What follows belongs to an exercise in optimizing a design on an open flow for small area; a production flow would make more cautious choices. Only simulation tests tie the RTL to the original design; equivalence was not proved. The flow treats the clock pin as an ideal source, which a real chip does not have. No activity file was given, so power comes from the tool's default toggle rates.

trial 23:
==> flow/design.v <==
package regfile_pkg;
  typedef enum logic {
    ST_INIT = 1'b0,
    ST_RUN  = 1'b1
  } state_e;
  localparam int unsigned MIPS_DW = 32;
  localparam int unsigned MIPS_AW = 5;
endpackage
module regfile_rd_mux #(
  parameter int unsigned DW = regfile_pkg::MIPS_DW,
  parameter int unsigned AW = regfile_pkg::MIPS_AW
) (
  input  logic                        run,
  input  logic [AW-1:0]               ra,
  input  logic [((2**AW)-1)*DW-1:0]   mem_flat,
  input  logic [(2**AW)-1:1]          busy,
  input  logic [(2**AW)-1:1]          nohit,
  input  logic                        pol,
  input  logic                        we0,
  input  logic [AW-1:0]               wa0,
  input  logic [DW-1:0]               wd0,
  input  logic                        we1,
  input  logic [AW-1:0]               wa1,
  input  logic [DW-1:0]               wd1,
  output logic [DW-1:0]               rd,
  output logic                        rbusy
);
  localparam int unsigned DEPTH = 2**AW;
  localparam int unsigned NSRC  = DEPTH + 1;       
  localparam int unsigned NGRP  = NSRC / 3;
  logic nz, b0, b1, flip_n, flip;
  logic [NSRC-1:0]    sel, sel_n;
  logic [NSRC*DW-1:0] src;
  logic [DW-1:0]      grp_n [NGRP];
  logic [3:0]         lo;                  
  logic [7:0]         hi;                  
  logic [7:0]         bgrp;                
  always_comb begin
    for (int j = 0; j < 4; j++) lo[j] = (ra[1:0] == 2'(j));
    for (int i = 0; i < 8; i++) hi[i] = run & (ra[AW-1:2] == 3'(i));
    nz  = run & (ra != '0);
    b1  = we1 & (wa1 == ra);
    b0  = we0 & (wa0 == ra);
    sel_n[0] = ~(nz & b1);
    sel_n[1] = ~(nz & b0 & ~b1);
    flip_n   = ~(pol & nz & ~b0 & ~b1);
    for (int r = 1; r < DEPTH; r++)
      sel_n[r+1] = ~(hi[r/4] & lo[r%4] & nohit[r]);
    for (int i = 0; i < 8; i++) begin
      bgrp[i] = 1'b0;
      for (int j = 0; j < 4; j++)
        if (4*i + j != 0) bgrp[i] = bgrp[i] | (lo[j] & busy[(4*i + j) % DEPTH]);
    end
    rbusy = |(hi & bgrp);
  end
  regfile_inv #(.N(NSRC+1)) u_sel_drv (.a({flip_n, sel_n}), .y({flip, sel}));
  assign src = {mem_flat, wd0, wd1};
  for (genvar g = 0; g < NGRP; g++) begin : g_grp
    regfile_aoi222 #(.DW(DW)) u_aoi (
      .s0 (sel[3*g]),   .d0 (src[(3*g)*DW +: DW]),
      .s1 (sel[3*g+1]), .d1 (src[(3*g+1)*DW +: DW]),
      .s2 (sel[3*g+2]), .d2 (src[(3*g+2)*DW +: DW]),
      .y  (grp_n[g])
    );
  end
  always_comb begin
    rd = '0;
    for (int g = 0; g < NGRP; g++) rd = rd | ~grp_n[g];
    rd = rd ^ {DW{flip}};
  end
endmodule
module regfile_aoi222 #(
  parameter int unsigned DW = regfile_pkg::MIPS_DW
) (
  input  logic          s0,
  input  logic [DW-1:0] d0,
  input  logic          s1,
  input  logic [DW-1:0] d1,
  input  logic          s2,
  input  logic [DW-1:0] d2,
  output logic [DW-1:0] y
);
  assign y = ~(({DW{s0}} & d0) | ({DW{s1}} & d1) | ({DW{s2}} & d2));
endmodule
module regfile_inv #(
  parameter int unsigned N = 1
) (
  input  logic [N-1:0] a,
  output logic [N-1:0] y
);
  assign y = ~a;
endmodule
module regfile_mp #(
  parameter int unsigned DW       = regfile_pkg::MIPS_DW,
  parameter int unsigned AW       = regfile_pkg::MIPS_AW,
  parameter int unsigned NUM_RD   = 2,
  parameter int unsigned ZERO_REG = 1,
  parameter int unsigned BYPASS   = 1
) (
  input  logic                 clk,
  input  logic                 reset,
  input  logic [NUM_RD*AW-1:0] ra,
  output logic [NUM_RD*DW-1:0] rd,
  output logic [NUM_RD-1:0]    rbusy,
  input  logic                 we0,
  input  logic [AW-1:0]        wa0,
  input  logic [DW-1:0]        wd0,
  input  logic                 we1,
  input  logic [AW-1:0]        wa1,
  input  logic [DW-1:0]        wd1,
  input  logic                 bset,
  input  logic [AW-1:0]        bset_a,
  output logic                 init_done
);
  localparam int unsigned DEPTH = 2**AW;
  logic               run_q;       
  logic [AW-1:0]      cnt_q;
  logic [DW-1:0]      mem_q [1:DEPTH-1];   
  logic [DW-1:0]      mem_d [1:DEPTH-1];
  logic               pol_q;
  logic [DW-1:0]      wdx0, wdx1;          
  logic [DEPTH-1:1]   sel0_n, sel1_n, hold_n;
  logic [DW-1:0]      wdx0_n, wdx1_n;
  logic [DEPTH-1:1]   busy_q;
  logic               active;
  logic [DEPTH-1:1]   hit0, hit1, sel0, sel1, hold, nohit;
  logic [DEPTH-1:1]   bhit;
  logic [(DEPTH-1)*DW-1:0] mem_flat;
  assign init_done = run_q;
  assign active    = run_q & reset;
  assign wdx0_n    = ~(wd0 ^ {DW{pol_q}});
  assign wdx1_n    = ~(wd1 ^ {DW{pol_q}});
  regfile_inv #(.N(2*DW)) u_wd_drv (.a({wdx1_n, wdx0_n}), .y({wdx1, wdx0}));
  always_ff @(posedge clk) pol_q <= ~(active & pol_q);
  always_ff @(posedge clk) begin
    if (!reset) begin
      run_q <= 1'b0;
      cnt_q <= '0;
    end else if (!run_q) begin
      cnt_q <= cnt_q + 1'b1;
      if (&cnt_q) run_q <= 1'b1;
    end
  end
  always_comb begin
    for (int r = 1; r < DEPTH; r++) begin
      hit0[r] = we0 & (wa0 == AW'(r));
      hit1[r] = we1 & (wa1 == AW'(r));
      bhit[r] = bset & (bset_a == AW'(r));
      sel1_n[r] = ~(active & hit1[r]);
      sel0_n[r] = ~(active & hit0[r] & ~hit1[r]);
      nohit[r]  = ~hit0[r] & ~hit1[r];
      hold_n[r] = ~(active & nohit[r]);
    end
  end
  regfile_inv #(.N(3*(DEPTH-1))) u_sel_drv (
    .a ({hold_n, sel0_n, sel1_n}),
    .y ({hold,   sel0,   sel1})
  );
  for (genvar r = 1; r < DEPTH; r++) begin : g_w
    regfile_aoi222 #(.DW(DW)) u_wr (
      .s0 (sel1[r]), .d0 (wdx1),
      .s1 (sel0[r]), .d1 (wdx0),
      .s2 (hold[r]), .d2 (mem_q[r]),
      .y  (mem_d[r])
    );
  end
  always_ff @(posedge clk) begin
    for (int r = 1; r < DEPTH; r++) begin
      mem_q[r]  <= mem_d[r];
      busy_q[r] <= active & (bhit[r] | (busy_q[r] & nohit[r]));
    end
  end
  for (genvar j = 1; j < DEPTH; j++) begin : g_flat
    assign mem_flat[(j-1)*DW +: DW] = mem_q[j];
  end
  for (genvar k = 0; k < NUM_RD; k++) begin : g_rd
    regfile_rd_mux #(
      .DW (DW),
      .AW (AW)
    ) u_rd_mux (
      .run      (run_q),
      .ra       (ra[k*AW +: AW]),
      .mem_flat (mem_flat),
      .busy     (busy_q),
      .nohit    (nohit),
      .pol      (pol_q),
      .we0      (we0),
      .wa0      (wa0),
      .wd0      (wd0),
      .we1      (we1),
      .wa1      (wa1),
      .wd1      (wd1),
      .rd       (rd[k*DW +: DW]),
      .rbusy    (rbusy[k])
    );
  end
endmodule
==> flow/config.mk <==
export PLATFORM = sky130hd
export DESIGN_NAME = regfile_mp
export DESIGN_NICKNAME = regfile_mp
export VERILOG_FILES = /design/flow/design.v
export SDC_FILE = /design/flow/constraint.sdc
export NUM_CORES = 4
export LEC_CHECK = 0
export CAP_MARGIN = 5
export CELL_PAD_IN_SITES_DETAIL_PLACEMENT = 0
export CELL_PAD_IN_SITES_GLOBAL_PLACEMENT = 1
export CORE_MARGIN = 2
export CORE_UTILIZATION = 30
export PLACE_DENSITY = 0.5
export SLEW_MARGIN = 5
export SYNTH_HIERARCHICAL = 1
==> flow/constraint.sdc <==
create_clock -name core_clock -period 8.0 [get_ports {clk}]
set_input_delay 1.6000 -clock core_clock [delete_from_list [all_inputs] [get_ports {clk}]]
set_output_delay 1.6000 -clock core_clock [all_outputs]
set_load 0.01 [all_outputs]
standard.sh (not shown) runs the stock make flow with config.mk's settings and CLKGATE_MAP_FILE= SYNTH_SCRIPT=/design/flow/synth_recipe.tcl, a recipe that flattens the netlist after the stock synthesis.
==> flow/flow/run.sh <==
#!/bin/bash
# Standard ORFS layout (the standard.sh, unchanged synthesis, floorplan,
# power grid and tap cells), with options changed through ORFS's own
# variables and hooks:
#  - timing-driven global placement does not keep the buffers its internal
#    repair inserts (-keep_resize_below_overflow 0); the repair_design step
#    after placement and the later timing repairs still run as usual;
#  - before global placement, inv_1 cells become inv_2 (same area, stronger),
#    see swap_inv.tcl;
#  - port buffers use the smallest buffer cell instead of the default pick;
#  - clock tree synthesis without dummy loads, with clkbuf_4 sink clusters of
#    up to 14 flip-flops; after it, clock buffers whose flip-flops would see a
#    slow clock edge are swapped for stronger ones (clk_upsize.tcl).
# Each step's full log stays in orfs/logs/; make's own output goes to make.log.
set -euo pipefail
export GLOBAL_PLACEMENT_ARGS="-keep_resize_below_overflow 0"
export PRE_GLOBAL_PLACE_TCL="$(pwd)/flow/swap_inv.tcl"
export BUFFER_PORTS_ARGS="-buffer_cell sky130_fd_sc_hd__buf_1"
export CTS_ARGS="-sink_clustering_enable -repair_clock_nets -dont_use_dummy_load -sink_clustering_size 14 -sink_clustering_max_diameter 100 -buf_list sky130_fd_sc_hd__clkbuf_4"
export POST_CTS_TCL="$(pwd)/flow/clk_upsize.tcl"
bash standard.sh finish > make.log 2>&1
Other scripts of this flow, unchanged in this note and not shown: flow/flow/clk_upsize.tcl, flow/flow/swap_inv.tcl
What the final checks of trial 23 revealed, after a flow that finished every stage, was a layout that fails on max-capacitance violations, max-slew violations.
Modified inputs, trial 53 compared to trial 23
- swapping 5 for 20 in SLEW_MARGIN
- putting SETUP_SLACK_MARGIN at 0.3 where nothing was set
- swapping 5 for 20 in CAP_MARGIN
Notes after the runs:
Compared trial 53 against trial 23; aggregate routed wire length within noise. The flow did not stop early for trial 53: all stages ran, and the layout cleared the timing, DRC and antenna checks. Looking at trial 23 and trial 53, the clock network fraction of design power is a wash. Worst relative slew slack (trial 53 over trial 23): increase, 13 points. The met1 routing resource usage after global routing of trial 23 and that of trial 53 are within noise of each other.

[port drivers added, routing unchanged]
No port has a modelled driver above. Below, the same layouts with a new extraction and two added sets of constraints. Step 1 assumes that a clkbuf_16 drives the clock port and a buf_2 every other input. Step 2, shift: input delay + t, output delay - t, t = (earliest + latest rising clock arrival at the registers) / 2. This alone moves slack from input paths to output paths. a / b / c = ideal ports / drivers / drivers and shift; a / b = the first two.
run | shift t [ns] | setup slack, ns | hold slack, ns | worst setup path after step 2 | clock arrival spread, ns
trial 23 | 0.773 | 0.511 / 0.484 / 0.484 | 0.471 / 0.471 / 0.471 | input to output | 0.083 / 0.083
trial 53 | 0.768 | 0.303 / 0.274 / 0.274 | 0.473 / 0.473 / 0.473 | input to output | 0.072 / 0.073
The setup slack of trial 53, which loses most, moves by -0.029 ns with the drivers and by -0.029 ns with both steps.
